Source: an optimization exercise on an open RTL-to-GDS flow (aim: small area and a short achievable clock period). Production flows keep margins and buffers that such runs may drop. Function was checked by simulation only, so behaviour that the tests miss may differ from the original. Power figures rest on the tool's default switching activity, not on a simulated workload.

==> flow/design.v <==
package datapathPkg;
   typedef logic [8-1:0] dataT;
   typedef logic [8-1:0] addrT;
   typedef logic [16-1:0]   instrT;
   typedef enum logic [1:0] {
      regClear = 2'd0,
      regLoad  = 2'd1,
      regDec   = 2'd2,
      regInc   = 2'd3
   } regFunT;
   typedef logic [3:0] regSelT;
endpackage
package aluPkg;
   typedef enum logic [3:0] {
      opPassA  = 4'd0,
      opPassB  = 4'd1,
      opNotA   = 4'd2,
      opNotB   = 4'd3,
      opAdd    = 4'd4,
      opSub    = 4'd5,
      opCmpSel = 4'd6,
      opAnd    = 4'd7,
      opOr     = 4'd8,
      opNand   = 4'd9,
      opXor    = 4'd10,
      opLsl    = 4'd11,
      opLsr    = 4'd12,
      opAsl    = 4'd13,
      opAsr    = 4'd14,
      opRor    = 4'd15
   } aluOpT;
   typedef logic [4-1:0] flagsT;
   localparam int flagO = 0;
   localparam int flagN = 1;
   localparam int flagC = 2;
   localparam int flagZ = 3;
endpackage
`timescale 1ns/10ps
module regFile (
   input  logic   clk,
   input  logic   arstN,
   input  datapathPkg::dataT   load,
   input  logic [2:0] outASel,
   input  logic [2:0] outBSel,
   input  datapathPkg::regFunT funSel,
   input  datapathPkg::regSelT rSel,
   input  datapathPkg::regSelT tSel,
   output datapathPkg::dataT   aOut,
   output datapathPkg::dataT   bOut
);
   datapathPkg::dataT       regs [8];    
   logic [7:0] en;
   always_comb begin
      for (int i = 0; i < 4; i++) begin
         en[i]     = tSel[3-i];
         en[i + 4] = rSel[3-i];
      end
   end
   always_ff @(posedge clk or negedge arstN) begin
      if (!arstN) begin
         for (int i = 0; i < 8; i++) begin
            regs[i] <= '0;
         end
      end else begin
         for (int i = 0; i < 8; i++) begin
            if (en[i]) begin
               case (funSel)
                  datapathPkg::regClear: regs[i] <= '0;
                  datapathPkg::regLoad:  regs[i] <= load;
                  datapathPkg::regDec:   regs[i] <= regs[i] - datapathPkg::dataT'(1);    
                  datapathPkg::regInc:   regs[i] <= regs[i] + datapathPkg::dataT'(1);
                  default:  regs[i] <= regs[i];
               endcase
            end
         end
      end
   end
   assign aOut = regs[outASel];
   assign bOut = regs[outBSel];
endmodule
`timescale 1ns/10ps
module addrRegFile (
   input  logic       clk,
   input  logic       arstN,
   input  datapathPkg::dataT       load,
   input  logic [1:0] outCSel,
   input  logic [1:0] outDSel,
   input  datapathPkg::regFunT     funSel,
   input  datapathPkg::regSelT     regSel,
   output datapathPkg::dataT       outC,
   output datapathPkg::addrT       outD
);
   datapathPkg::dataT regs [4];    
   always_ff @(posedge clk or negedge arstN) begin
      if (!arstN) begin
         for (int i = 0; i < 4; i++) begin
            regs[i] <= '0;
         end
      end else begin
         for (int i = 0; i < 4; i++) begin
            if (regSel[3-i]) begin    
               case (funSel)
                  datapathPkg::regClear: regs[i] <= '0;
                  datapathPkg::regLoad:  regs[i] <= load;
                  datapathPkg::regDec:   regs[i] <= regs[i] - datapathPkg::dataT'(1);
                  datapathPkg::regInc:   regs[i] <= regs[i] + datapathPkg::dataT'(1);
                  default:  regs[i] <= regs[i];
               endcase
            end
         end
      end
   end
   assign outC = regs[outCSel];
   assign outD = datapathPkg::addrT'(regs[outDSel]);
endmodule
`timescale 1ns/10ps
module instrReg (
   input  logic   clk,
   input  logic   arstN,
   input  datapathPkg::dataT   data,
   input  logic   enable,
   input  logic   lh,
   input  datapathPkg::regFunT funSel,
   output datapathPkg::instrT  irOut
);
   always_ff @(posedge clk or negedge arstN) begin
      if (!arstN) begin
         irOut <= '0;
      end else if (enable) begin
         case (funSel)
            datapathPkg::regClear: irOut <= '0;
            datapathPkg::regLoad: begin
               if (!lh) begin
                  irOut[8-1:0] <= data;
               end else begin
                  irOut[16-1:8] <= data;
               end
            end
            datapathPkg::regDec:  irOut <= irOut - datapathPkg::instrT'(1);    
            datapathPkg::regInc:  irOut <= irOut + datapathPkg::instrT'(1);
            default: irOut <= irOut;
         endcase
      end
   end
endmodule
`timescale 1ns/10ps
module dataMemory (
   input  logic clk,
   input  datapathPkg::addrT address,
   input  datapathPkg::dataT data,
   input  logic wr,
   input  logic cs,
   output datapathPkg::dataT dataOut
);
   datapathPkg::dataT mem [256];
   always_ff @(posedge clk) begin
      if (!cs && wr) begin
         mem[address] <= data;
      end
   end
   assign dataOut = (!cs && !wr) ? mem[address] : '0;    
endmodule
`timescale 1ns/10ps
module alu (
   input  datapathPkg::dataT  a,
   input  datapathPkg::dataT  b,
   input  aluPkg::aluOpT op,
   output aluPkg::flagsT flags,
   output datapathPkg::dataT  result
);
   localparam int msb = 8 - 1;
   logic [8:0] sum;
   logic [8:0] diff;
   logic             subO;
   datapathPkg::dataT             flagSrc;
   assign sum  = {1'b0, a} + {1'b0, b};
   assign diff = {1'b0, a} + {1'b0, ~b} + (8+1)'(1);
   assign subO = (a[msb] ^ b[msb]) & (a[msb] ^ diff[msb]);
   always_comb begin
      result = '0;
      flags  = '0;
      case (op)
         aluPkg::opPassA: result = a;
         aluPkg::opPassB: result = b;
         aluPkg::opNotA:  result = ~a;
         aluPkg::opNotB:  result = ~b;
         aluPkg::opAdd: begin
            result       = sum[msb:0];
            flags[aluPkg::flagC] = sum[8];
            flags[aluPkg::flagO] = (a[msb] & b[msb]) ^ sum[msb];
         end
         aluPkg::opSub: begin
            result       = diff[msb:0];
            flags[aluPkg::flagC] = diff[8];
            flags[aluPkg::flagO] = subO;
         end
         aluPkg::opCmpSel: begin
            flags[aluPkg::flagC] = diff[8];
            flags[aluPkg::flagO] = subO;
            if (!subO && !diff[msb] && diff[msb:0] != '0) begin
               result = a;
            end else if (subO && !a[msb]) begin
               result = a;
            end
         end
         aluPkg::opAnd:  result = a & b;
         aluPkg::opOr:   result = a | b;
         aluPkg::opNand: result = ~(a & b);
         aluPkg::opXor:  result = a ^ b;
         aluPkg::opLsl: begin
            result       = {a[msb-1:0], 1'b0};
            flags[aluPkg::flagC] = a[msb];
         end
         aluPkg::opLsr: begin
            result       = {1'b0, a[msb:1]};
            flags[aluPkg::flagC] = a[0];
         end
         aluPkg::opAsl: begin
            result       = {a[msb-1:0], 1'b0};
            flags[aluPkg::flagO] = a[msb] ^ a[msb-1];    
         end
         aluPkg::opAsr:  result = {a[msb], a[msb:1]};
         aluPkg::opRor: begin
            result       = {a[0], a[msb:1]};
            flags[aluPkg::flagC] = a[0];
         end
         default: result = '0;
      endcase
      flagSrc      = (op == aluPkg::opCmpSel) ? diff[msb:0] : result;
      flags[aluPkg::flagZ] = (flagSrc == '0);
      flags[aluPkg::flagN] = (op == aluPkg::opAsr) ? 1'b0 : flagSrc[msb];
   end
endmodule
`timescale 1ns/10ps
module aluSystem (
   input  logic       clk,
   input  logic       arstN,
   input  logic [1:0] ARF_OutCSel,
   input  logic [1:0] ARF_OutDSel,
   input  datapathPkg::regFunT     IR_Funsel,
   input  datapathPkg::regFunT     ARF_FunSel,
   input  datapathPkg::regFunT     RF_FunSel,
   input  aluPkg::aluOpT      ALU_FunSel,
   input  datapathPkg::regSelT     RF_RSel,
   input  datapathPkg::regSelT     RF_TSel,
   input  datapathPkg::regSelT     ARF_RegSel,
   input  logic       Mem_WR,
   input  logic       Mem_CS,
   input  logic       IR_Enable,
   input  logic       IR_LH,
   input  logic       MuxCSel,
   input  logic [1:0] MuxASel,
   input  logic [1:0] MuxBSel,
   input  logic [2:0] RF_OutASel,
   input  logic [2:0] RF_OutBSel,
   output datapathPkg::dataT       AOut,
   output datapathPkg::dataT       BOut,
   output datapathPkg::dataT       ALUOut,
   output datapathPkg::dataT       ARF_AOut,
   output datapathPkg::dataT       Address,
   output datapathPkg::dataT       MemoryOut,
   output datapathPkg::dataT       MuxAOut,
   output datapathPkg::dataT       MuxBOut,
   output datapathPkg::dataT       MuxCOut,
   output aluPkg::flagsT      ALUOutFlag,
   output datapathPkg::instrT      IROut
);
   always_comb begin
      case (MuxASel)
         2'd0:    MuxAOut = ALUOut;
         2'd1:    MuxAOut = MemoryOut;
         2'd2:    MuxAOut = IROut[8-1:0];
         default: MuxAOut = ARF_AOut;
      endcase
   end
   always_comb begin
      case (MuxBSel)
         2'd0:    MuxBOut = ALUOut;
         2'd1:    MuxBOut = MemoryOut;
         2'd2:    MuxBOut = IROut[8-1:0];
         default: MuxBOut = ARF_AOut;
      endcase
   end
   assign MuxCOut = MuxCSel ? ARF_AOut : AOut;
   regFile uRegFile (
      .clk(clk), .arstN(arstN), .load(MuxAOut),
      .outASel(RF_OutASel), .outBSel(RF_OutBSel), .funSel(RF_FunSel),
      .rSel(RF_RSel), .tSel(RF_TSel), .aOut(AOut), .bOut(BOut)
   );
   addrRegFile uAddrRegFile (
      .clk(clk), .arstN(arstN), .load(MuxBOut),
      .outCSel(ARF_OutCSel), .outDSel(ARF_OutDSel), .funSel(ARF_FunSel),
      .regSel(ARF_RegSel), .outC(ARF_AOut), .outD(Address)
   );
   instrReg uInstrReg (
      .clk(clk), .arstN(arstN), .data(MemoryOut), .enable(IR_Enable),
      .lh(IR_LH), .funSel(IR_Funsel), .irOut(IROut)
   );
   dataMemory uDataMemory (
      .clk(clk), .address(Address), .data(ALUOut),
      .wr(Mem_WR), .cs(Mem_CS), .dataOut(MemoryOut)
   );
   alu uAlu (
      .a(MuxCOut), .b(BOut), .op(ALU_FunSel), .flags(ALUOutFlag), .result(ALUOut)
   );
endmodule
==> flow/run.sh <==
#!/bin/bash
# synth_recipe.tcl (not shown) runs the flow's synth.tcl, then flattens the netlist and writes it again
# the make line also repeats each setting of config.mk as NAME=value (left out here)
make -C /OpenROAD-flow-scripts/flow DESIGN_CONFIG=/design/flow/config.mk WORK_HOME=/design/flow/orfs CLKGATE_MAP_FILE= SYNTH_SCRIPT=/design/flow/synth_recipe.tcl finish
==> flow/config.mk <==
export PLATFORM = sky130hd
export DESIGN_NAME = aluSystem
export DESIGN_NICKNAME = aluSystem
export VERILOG_FILES = /design/flow/design.v
export SDC_FILE = /design/flow/constraint.sdc
export NUM_CORES = 4
export LEC_CHECK = 0
export CAP_MARGIN = 20
export CORE_MARGIN = 2
export CORE_UTILIZATION = 40
export SETUP_SLACK_MARGIN = 0.3
export SLEW_MARGIN = 20
==> flow/constraint.sdc <==
create_clock -name core_clock -period 9.0 [get_ports {clk}]
set_input_delay 1.8000 -clock core_clock [delete_from_list [all_inputs] [get_ports {clk}]]
set_output_delay 1.8000 -clock core_clock [all_outputs]
set_load 0.01 [all_outputs]
==> results by group, run 1 <==
Logic synthesis
  • Count leader, synth: edfxtp_1
  • Post-synthesis cell type count: 106
  • Mux share of post-synthesis cell area: a little under an eighth
  • EDFF count, synth: about 2000
  • Post-synth net total: between 6000 and 7000
  • Yosys top cell by area: edfxtp_1
  • Largest cells by area after synthesis: edfxtp_1, mux2i_1, mux4_2, dfrtp_1, nand2_1
  • Syn Inst Count: ~6300
  • Top_reg_cell synth: edfxtp_1
  • Average cell area after synthesis: ~15 sq um
  • Post-Synth Adder-Cell Area: under 10%
  • Synth warnings: 8
  • Main combinational cell family by area after synthesis: multiplexers
  • FF+latch count, synth: between 2000 and 2500
  • Compound-Gate Fraction of Synth Area: roughly 7.5%
  • Top cells by count, synth: edfxtp_1, mux2i_1, nand2_1, nor2_1, mux4_2
  • Cell area after synthesis: around 95000 sq um
  • Ys async rst share: about 5.2%
  • Synth top area share: between 60% and 70%
  • Seq/Total Area, Yosys: 67.83%
  • XOR/XNOR Fraction of Synth Area: 0.8223%
  • Simple-gate area share of the yosys netlist: about 7.3%

Pwr
  • P_leak: between 30 and 40 nW
  • Power Total: approximately 32 mW
  • Peak supply drop: between 0.15 and 0.2 mV
  • Power density over the cells: approximately 300 nW/um^2

Setup path
  • CP endpoint kind: output pin
  • R2R depth: 19
  • Worst EP required: about 7 ns
  • Worst setup SP type: input pin
  • Reg2reg start: uRegFile.regs[5][1]
  • Worst R2R End: uDataMemory.mem[250][0]
  • Worst-path fanout max: 10
  • CP Data Arrival Time: a little under 7 ns
  • Critical path type: in2out
  • Reg2Reg Setup Slack: 2.70 ns

Cells and area
  • Area grow syn2layout: 15.30%
  • Non-filler cells, final: ~10000
  • Layout Nets: 6838
  • Share of layout cells above drive strength 1: between 15 and 20%
  • Design area: about 110000 sq um

Timing
  • Max-slew violation count: 0
  • Period minus WS final: about 8.7 ns
  • Final setup fails: 0
  • RSZ-0062 raised after global routing: true
  • TNS Setup: 0 ns
  • Worst Tran Pin Value: around 1.2 ns
  • Worst slew margin: between 20% and 30%
  • Fin crit share: a little over nine tenths
  • Fmax: 115.2 MHz
  • Final Hold Fails: 0
  • Clock Skews: between 0.07 and 0.08 ns

Global routing
  • GR Util met1: between 30% and 40%
  • Pin count of the biggest net entering global routing: roughly 170
  • Met2 usage in global routing: 38.66%
  • Global route hottest layer: met2
  • Initial antenna violation count: 15
  • Overall Global Routing Usage: between 20% and 30%
  • Number of global-route vias before repair: 57290
  • Global-route wire length before repair: between 400 and 500 mm
  • Met3 Resource Use GR: 6.194%
  • GRT overflow: 0

Floorplanning
  • Starting Density: between 40% and 50%
  • Die X: between 400 and 500 microns
  • # IOs: 135
  • Row count: 178
  • Die area: between 200000 and 250000 sq um
  • DIE HEIGHT: 490.8 microns
  • Core ar.: between 200000 and 250000 sq um

Placed design
  • Dpl cell area: 101800 sq um
  • I/O Buffers: 134
  • Placer Congestion: ~0.95
  • Hpwl dp: ~210 mm
  • Placed cells: roughly 9600

Detailed routing
  • Final Routed Wirelength: slightly above 300 mm
  • Routed vias: 59680
  • DRC Markers: 0
  • Post-route ant nets: 0
  • Initial DRC Count: between 7000 and 8000
  • Mean routed wirelength per cell: a little over 30 microns
  • Drt pass-1 iters: 6
  • Vias per cell: about 6.0

CTS
  • Clock Tree Root: clkbuf_16
  • Sink Count: ~2200
  • Cts bufs inserted: between 200 and 250
  • Clock slew at reported path FFs: ~0.06 ns
  • H-tree levels: 4
  • TritonCTS clock tree: done
  • Worst-Skew Late Latency: ~0.89 ns
  • CTS Buffer Depth: 3

Hold path
  • Hold path endpoint: uRegFile.regs[2][7]
  • Worst min path class: reg2reg
  • Worst Hold Path Cells: 1
  • Hold Crit Start: uRegFile.regs[2][7]

Run status
  • Status: no timing/DRC/antenna violations

Flow run
  • Maximum Capacitance Violations: 0
## critical path, stage by stage
cell and delay (ns):
clkdlybuf4s50_1 0.52, buf_6 0.17, mux2_2 0.37, inv_2 0.31
buf_4 0.29, nor2b_2 0.11, nand2_1 0.28, buf_12 0.25
o22ai_2 0.16, nor4_4 0.35, buf_6 0.20, o211ai_1 0.20
or4b_4 0.59, buf_4 0.19, or3_4 0.38, nand2_1 0.11
clkdlybuf4s50_1 0.55
## cells by family after synthesis
| family | count (synthesis) |
|---|---|
| flip-flops | 2160 |
| AND/OR/NAND/NOR | 1537 |
| AO/OA/AOI/OAI | 976 |
| multiplexers | 865 |
| buffers and inverters | 521 |
| adder cells (fa/ha/maj) | 113 |
| XOR/XNOR | 89 |
## cells in the final DEF, fill, tap and decap left out, types with 98 or more instances in the layout
cell / n
a31oi_1: 98
dfrtp_1: 112
clkdlybuf4s50_1: 114
mux2i_1: 638
nor2_1: 485
clkbuf_16: 217
nor2b_1: 115
a211oi_1: 129
nand2_1: 590
buf_4: 402
a21oi_1: 142
inv_1: 115
edfxtp_1: 2048
mux4_2: 185
## report_power, final
| part | total [mW] | switching, mW | leakage [nW] | internal [mW] |
|---|---|---|---|---|
| clock | 8.91 | 3.90 | 3.37 | 5.01 |
| combinational | 10.2 | 6.90 | 14.6 | 3.28 |
| sequential | 12.8 | 0.268 | 19.8 | 12.5 |
## registers in the layout, summed over array words and instances (netlist names)
signal and cells:
uDataMemory.mem 2048, uRegFile.regs 64, uAddrRegFile.regs 32, uInstrReg.irOut 16
## per-layer routing
metal	vias up	wire length, microns	part of all wire [%]
met1	30690	126100	40
met2	3274	140100	45
met3	567	32690	10
met5	-	90	0.029
met4	14	13060	4.2
li1	25140	-	-
## metrics by stage
step | setup slack [ns] | hold WS, ns | util [%]
final | 0.3232 | 0.5425 | 46.43
after global placement | -0.2446 | 0.5382 | 43.23
after floorplan | -5.373 | 0.5010 | -
after global routing | 0.2043 | 0.5544 | 46.43
after detailed placement | -0.2361 | 0.5289 | 43.24
after CTS | 0.2507 | 0.5420 | 46.30
## worst max-delay path by stage
| stage | cells after the start | slack [ns] | startpoint | endpoint |
|---|---|---|---|---|
| after floorplan | 17 | -5.37 | RF_OutASel[1] | MuxAOut[0] |
| final | 17 | 0.32 | ARF_OutDSel[1] | MuxAOut[5] |
| after CTS | 16 | 0.25 | ARF_OutDSel[0] | MuxAOut[5] |
| after global placement | 23 | -0.24 | RF_OutASel[1] | ALUOutFlag[3] |
| after detailed placement | 16 | -0.24 | ARF_OutDSel[1] | MuxAOut[5] |
| after global routing | 20 | 0.20 | RF_OutASel[2] | MuxBOut[7] |
## layout make-up
cell class	count	area (sq um)
multi-input combinational	3580	27920
clock inverter	132	1335
inverter	124	514.2
tap	3150	3941
fill	20290	126100
timing repair buffer	601	5668
antenna	5	12.51
sequential	2160	64300
timing repair inverter	2	27.53
clock buffer	261	5574
## repair_timing
action	in CTS	in global routing
endpoints found under the setup margin	23	22
hold buffers	0	0
buffers inserted	7	4
endpoints found under the hold margin	0	0
resized for setup	36	59
cloned	3	2
pin swaps	4	12
==> run 2: changes to the inputs <==
--- a/flow/design.v
+++ b/flow/design.v
@@ -9,6 +9,21 @@
       regInc   = 2'd3
    } regFunT;
    typedef logic [3:0] regSelT;
+   function automatic logic [8-1:0] stepVal(input logic [8-1:0] q,
+                                                  input logic [8-1:0] d,
+                                                  input logic en,
+                                                  input logic [1:0] fun);
+      logic               ld;
+      logic               keep;
+      logic [8-1:0] t;
+      ld   = en & (fun == 2'd1);
+      keep = ~(en & ~fun[1]);
+      t[0] = en & fun[1];
+      for (int i = 1; i < 8; i++) begin
+         t[i] = t[i-1] & (q[i-1] ^ ~fun[0]);
+      end
+      stepVal = ({8{ld}} & d) | ({8{keep}} & (q ^ t));
+   endfunction
 endpackage
 package aluPkg;
    typedef enum logic [3:0] {
@@ -49,6 +64,7 @@
    output datapathPkg::dataT   bOut
 );
    datapathPkg::dataT       regs [8];    
+   datapathPkg::dataT       nxt  [8];
    logic [7:0] en;
    always_comb begin
       for (int i = 0; i < 4; i++) begin
@@ -56,6 +72,11 @@
          en[i + 4] = rSel[3-i];
       end
    end
+   always_comb begin
+      for (int i = 0; i < 8; i++) begin
+         nxt[i] = datapathPkg::stepVal(regs[i], load, en[i], funSel);
+      end
+   end
    always_ff @(posedge clk or negedge arstN) begin
       if (!arstN) begin
          for (int i = 0; i < 8; i++) begin
@@ -63,15 +84,7 @@
          end
       end else begin
          for (int i = 0; i < 8; i++) begin
-            if (en[i]) begin
-               case (funSel)
-                  datapathPkg::regClear: regs[i] <= '0;
-                  datapathPkg::regLoad:  regs[i] <= load;
-                  datapathPkg::regDec:   regs[i] <= regs[i] - datapathPkg::dataT'(1);    
-                  datapathPkg::regInc:   regs[i] <= regs[i] + datapathPkg::dataT'(1);
-                  default:  regs[i] <= regs[i];
-               endcase
-            end
+            regs[i] <= nxt[i];
          end
       end
    end
@@ -91,6 +104,12 @@
    output datapathPkg::addrT       outD
 );
    datapathPkg::dataT regs [4];    
+   datapathPkg::dataT nxt  [4];
+   always_comb begin
+      for (int i = 0; i < 4; i++) begin
+         nxt[i] = datapathPkg::stepVal(regs[i], load, regSel[3-i], funSel);    
+      end
+   end
    always_ff @(posedge clk or negedge arstN) begin
       if (!arstN) begin
          for (int i = 0; i < 4; i++) begin
@@ -98,15 +117,7 @@
          end
       end else begin
          for (int i = 0; i < 4; i++) begin
-            if (regSel[3-i]) begin    
-               case (funSel)
-                  datapathPkg::regClear: regs[i] <= '0;
-                  datapathPkg::regLoad:  regs[i] <= load;
-                  datapathPkg::regDec:   regs[i] <= regs[i] - datapathPkg::dataT'(1);
-                  datapathPkg::regInc:   regs[i] <= regs[i] + datapathPkg::dataT'(1);
-                  default:  regs[i] <= regs[i];
-               endcase
-            end
+            regs[i] <= nxt[i];
          end
       end
    end
@@ -123,23 +134,27 @@
    input  datapathPkg::regFunT funSel,
    output datapathPkg::instrT  irOut
 );
+   logic                ldLo, ldHi, clr;
+   logic [16-1:0]    t;
+   datapathPkg::instrT  nxt;
+   always_comb begin
+      ldLo = enable & (funSel == datapathPkg::regLoad) & ~lh;
+      ldHi = enable & (funSel == datapathPkg::regLoad) &  lh;
+      clr  = enable & (funSel == datapathPkg::regClear);
+      t[0] = enable & funSel[1];
+      for (int i = 1; i < 16; i++) begin
+         t[i] = t[i-1] & (irOut[i-1] ^ ~funSel[0]);
+      end
+      nxt[8-1:0]     = ({8{ldLo}} & data) |
+                             ({8{~(clr | ldLo)}} & (irOut[8-1:0] ^ t[8-1:0]));
+      nxt[16-1:8] = ({8{ldHi}} & data) |
+                             ({8{~(clr | ldHi)}} & (irOut[16-1:8] ^ t[16-1:8]));
+   end
    always_ff @(posedge clk or negedge arstN) begin
       if (!arstN) begin
          irOut <= '0;
-      end else if (enable) begin
-         case (funSel)
-            datapathPkg::regClear: irOut <= '0;
-            datapathPkg::regLoad: begin
-               if (!lh) begin
-                  irOut[8-1:0] <= data;
-               end else begin
-                  irOut[16-1:8] <= data;
-               end
-            end
-            datapathPkg::regDec:  irOut <= irOut - datapathPkg::instrT'(1);    
-            datapathPkg::regInc:  irOut <= irOut + datapathPkg::instrT'(1);
-            default: irOut <= irOut;
-         endcase
+      end else begin
+         irOut <= nxt;
       end
    end
 endmodule
@@ -152,13 +167,39 @@
    input  logic cs,
    output datapathPkg::dataT dataOut
 );
-   datapathPkg::dataT mem [256];
-   always_ff @(posedge clk) begin
-      if (!cs && wr) begin
-         mem[address] <= data;
+   logic [15:0] lo, hi, hiW, hiR;
+   logic        we, re;
+   assign we = !cs &&  wr;
+   assign re = !cs && !wr;
+   always_comb begin
+      for (int k = 0; k < 16; k++) begin
+         lo[k] = (address[3:0] == 4'(k));
+         hi[k] = (address[7:4] == 4'(k));
+      end
+   end
+   assign hiW = hi & {16{we}};
+   assign hiR = hi & {16{re}};
+   logic [256-1:0][8-1:0] mem;
+   for (genvar w = 0; w < 256; w++) begin : g_word
+      always_ff @(posedge clk) begin
+         if (hiW[w / 16] && lo[w % 16]) begin
+            mem[w] <= data;
+         end
+      end
+   end
+   logic [8-1:0] grp [16];
+   always_comb begin
+      for (int g = 0; g < 16; g++) begin
+         grp[g] = '0;
+         for (int j = 0; j < 16; j++) begin
+            grp[g] = grp[g] | (mem[g * 16 + j] & {8{lo[j]}});
+         end
+      end
+      dataOut = '0;
+      for (int g = 0; g < 16; g++) begin
+         dataOut = dataOut | (grp[g] & {8{hiR[g]}});
       end
    end
-   assign dataOut = (!cs && !wr) ? mem[address] : '0;    
 endmodule
 `timescale 1ns/10ps
 module alu (
--- a/flow/config.mk
+++ b/flow/config.mk
@@ -7,6 +7,6 @@
 export LEC_CHECK = 0
 export CAP_MARGIN = 20
 export CORE_MARGIN = 2
-export CORE_UTILIZATION = 40
-export SETUP_SLACK_MARGIN = 0.3
+export CORE_UTILIZATION = 50
+export SETUP_SLACK_MARGIN = 3.0
 export SLEW_MARGIN = 20
==> results by group, run 2 <==
Timing
  • Max-slew violation count: 0 (unchanged)
  • Worst Tran Pin Value: 1.337 ns (+0.1643 ns)
  • Final setup fails: 0 (unchanged)
  • Worst slew margin: 10.54% (-11 points)
  • Clock Skews: 0.06925 ns (-0.002424 ns)
  • Period minus WS final: 8.017 ns (-0.6599 ns)
  • Fin crit share: 89.08% (-7.3 points)
  • Fmax: 124.7 MHz (+8.2%)
  • Final Hold Fails: 0 (unchanged)
  • RSZ-0062 raised after global routing: true

Cells and area
  • Most frequent cells in the layout: edfxtp_1, buf_4, nor2_1, a22oi_1, nand2_1
  • Commonest non-fill, non-tap cell in the layout: edfxtp_1
  • Layout Nets: 7103 (+3.9%)
  • Share of layout cells above drive strength 1: 25.63% (+9.1 points)
  • Largest Register: uDataMemory.mem
  • Design area: 113100 sq um (+3.5%)
  • Largest regs: uDataMemory.mem: 2048 flops, uRegFile.regs: 64 flops, uAddrRegFile.regs: 32 flops
  • Non-filler cells, final: 9629 (-3.9%)
  • Area grow syn2layout: 24.13%
  • Largest register FFs: 2048 (unchanged)

Pwr
  • P_leak: 38.16 nW (+1.0%)
  • Peak supply drop: 0.3353 mV (+71%)
  • Power Total: 37.00 mW (+16%)
  • Power density over the cells: 327.1 nW/um^2 (+12%)

Setup path
  • Worst EP required: 7.20 ns (about the same)
  • CP endpoint kind: output pin
  • CP Data Arrival Time: 6.22 ns (-0.66 ns)
  • Crit-path slowest cell: a31oi_4
  • Worst setup SP type: input pin
  • Critical path type: in2out
  • Worst-path fanout max: 7 (-3)
  • Crit path cell chain: buf_8, buf_8, mux2i_2, mux2_4, buf_12, buf_6, clkinv_4, nor3b_4, buf_4, buf_8, a22o_1, nand2_1, a31oi_4, a2111oi_4, buf_4, nand4b_1, nor4_4, buf_4, buf_6, o221ai_4, buf_6
  • Max incr delay on CP: 0.64 ns (+0.05 ns)

Global routing
  • Pin count of the biggest net entering global routing: 190 (+15%)
  • Global-route wire length before repair: 568.4 mm (+30%)
  • Number of global-route vias before repair: 64310 (+12%)
  • Overall Global Routing Usage: 45.60% (+20 points)
  • Initial antenna violation count: 47 (+32)
  • GRT overflow: 0 (unchanged)

Detailed routing
  • Vias per cell: 7.360 (+24%)
  • Mean routed wirelength per cell: 45.30 microns (+45%)
  • Final Routed Wirelength: 436.2 mm (+40%)
  • DRC Markers: 0 (unchanged)
  • Drt pass-1 iters: 11 (+5)
  • Post-route ant nets: 0 (unchanged)
  • Routed vias: 70870 (+19%)
  • Initial DRC Count: 13620 (+82%)

Logic synthesis
  • Largest cells by area after synthesis: edfxtp_1, a22oi_1, dfrtp_1, mux2i_1, nor2_1
  • Main combinational cell family by area after synthesis: compound AO/OA/AOI/OAI gates
  • Count leader, synth: edfxtp_1
  • Seq/Total Area, Yosys: 70.57% (+2.7 points)
  • EDFF count, synth: 2048 (unchanged)
  • Synth top area share: 67.50% (+2.6 points)
  • Ys async rst share: 5.185% (unchanged)
  • Cell area after synthesis: 91110 sq um (-3.9%)
  • Post-synthesis cell type count: 103 (-2.8%)
  • XOR/XNOR Fraction of Synth Area: 1.202% (+0.38 points)
  • Top cells by count, synth: edfxtp_1, nor2_1, a22oi_1, nand2_1, clkbuf_1
  • FF+latch count, synth: 2160 (unchanged)
  • Yosys top cell by area: edfxtp_1
  • Simple-gate area share of the yosys netlist: 7.094% (-0.25 points)
  • Post-synth net total: 6277 (-2.2%)
  • Synth warnings: 11 (+3)
  • Syn Inst Count: 6208 (-0.85%)
  • Post-Synth Adder-Cell Area: 0.3955% (-1.2 points)
  • Compound-Gate Fraction of Synth Area: 13.58% (+6.1 points)
  • Average cell area after synthesis: 14.68 sq um (-3.1%)
  • Top_reg_cell synth: edfxtp_1
  • Mux share of post-synthesis cell area: 4.453% (-7.2 points)

CTS
  • Hold Buf Count CTS: 0 (unchanged)
  • Sink Count: 2160 (unchanged)
  • Clock slew at reported path FFs: 0.06 ns (about the same)
  • TritonCTS clock tree: done
  • Clock Tree Root: clkbuf_16
  • Worst-Skew Late Latency: 0.94 ns (+0.05 ns)
  • CTS Buffer Depth: 3 (unchanged)
  • Cts bufs inserted: 218 (+1.9%)
  • H-tree levels: 4 (unchanged)

Placed design
  • I/O Buffers: 134 (unchanged)
  • Placed cells: 8864 (-7.7%)
  • Placer Congestion: 1.031 (+8.7%)
  • Dpl cell area: 99460 sq um (-2.3%)
  • Hpwl dp: 276.4 mm (+32%)

Floorplanning
  • Core ar.: 180900 sq um (-23%)
  • Row count: 156 (-12%)
  • Starting Density: 50.36% (+10 points)
  • DIE HEIGHT: 430.9 microns (-12%)
  • # IOs: 135 (unchanged)
  • Die X: 430.9 microns (-12%)
  • Die area: 185700 sq um (-23%)

Flow run
  • Maximum Capacitance Violations: 0 (unchanged)

Run status
  • Status: no timing/DRC/antenna violations

Hold path
  • Worst min path class: reg2reg
## run 2: critical path: cells and delay by family
| kind | cells | cell delay [ns] |
|---|---|---|
| muxes | 2 | 0.48 |
| buffers and inverters | 11 | 1.71 |
| and+or+nand+nor | 4 | 1.00 |
| AOI/OAI and AO/OA | 4 | 1.17 |
## run 2: kinds of logic after synthesis
logic type,after synthesis
AND/OR/NAND/NOR,1337
buffers and inverters,528
flip-flops,2160
AO/OA/AOI/OAI,1692
multiplexers,338
XOR/XNOR,125
adder cells (fa/ha/maj),28
## run 2: layout make-up
cell class	count	area, sq um
Fill cell	13600	67840
Sequential cell	2160	64300
Multi-Input combinational cell	3520	26750
Timing Repair Buffer	1052	11380
Clock buffer	263	5645
Tap cell	2370	2965
Clock inverter	142	1435
Inverter	73	396.6
Timing Repair inverter	9	127.6
Antenna cell	40	100.1
## run 2: path summary, 6_finish.rpt
kind	start	endpoint	slack, ns	cells past startpoint
min in group asynchronous	arstN	uAddrRegFile.regs[1][1]	0.93	1
min reg2reg	uAddrRegFile.regs[0][7]	uAddrRegFile.regs[0][7]	0.63	2
max reg2reg	uRegFile.regs[3][0]	uDataMemory.mem[1324]	3.56	25
max in group asynchronous	arstN	uRegFile.regs[6][4]	6.62	2
min	uAddrRegFile.regs[0][7]	uAddrRegFile.regs[0][7]	0.63	2
max	ARF_OutDSel[0]	MuxAOut[5]	0.98	21
## run 2: what timing repair did
action | 4_1_cts | 5_1_grt
setup endpoints to repair | 2102 | 1374
gates cloned | 27 | 18
gates resized for setup | 527 | 309
pin swaps | 111 | 89
buffers inserted | 223 | 51
endpoints found under the hold margin | 0 | 0
## run 2: power by group
group	leakage (nW)	switching [mW]	total, mW	internal [mW]
logic	14.8	9.82	14.6	4.81
clock network	3.44	4.08	9.19	5.11
registers	19.9	0.381	13.2	12.8
## run 2: through the flow
stage / hold WS (ns) / setup WS (ns) / setup TNS [ns] / util [%]
global placement: 0.6097 / -0.4579 / -1.799 / 54.86
finish: 0.6273 / 0.9831 / 0 / 62.51
CTS: 0.6293 / 1.231 / 0 / 61.27
detailed placement: 0.6113 / -0.1574 / -0.4931 / 54.97
global route: 0.6667 / 1.077 / 0 / 62.47
floorplan: 0.5463 / -1.710 / -30.67 / -
## run 2: layer usage
layer | wire, microns | up-vias | GRT usage (%) | share of wire [%]
met2 | 179200 | 7048 | 63.46 | 41
met5 | 378 | - | 0.4944 | 0.087
met1 | 145400 | 35480 | 57.10 | 33
li1 | - | 26580 | - | -
met3 | 70450 | 1728 | 18.87 | 16
met4 | 40680 | 34 | 33.20 | 9.3

-- static timing again, ports no longer ideal --
No port has a modelled driver above. Below, the same layouts with a new extraction and two added sets of constraints. Step 1, drivers: a clkbuf_16 drives clk and a buf_2 each remaining input, both assumed. Step 2 also shifts input and output timing later by t, the mid clock arrival at the registers, as if the neighbouring blocks saw the same clock. a / b / c = ideal ports / drivers / drivers and shift; a / b = the first two.
| run | t, ns | setup slack, ns | clock arrival spread, ns | cell pins on the clock port's net |
|---|---|---|---|---|
| run 1 | 0.943 | 0.323 / 0.241 / 0.241 | 0.072 / 0.072 | 1 |
| run 2 | 0.998 | 0.983 / 0.944 / 0.944 | 0.069 / 0.069 | 1 |
After both steps every run listed still meets setup and hold. For run 1, which loses most, drivers alone change the setup slack by -0.082 ns; drivers and shift together by -0.082 ns.
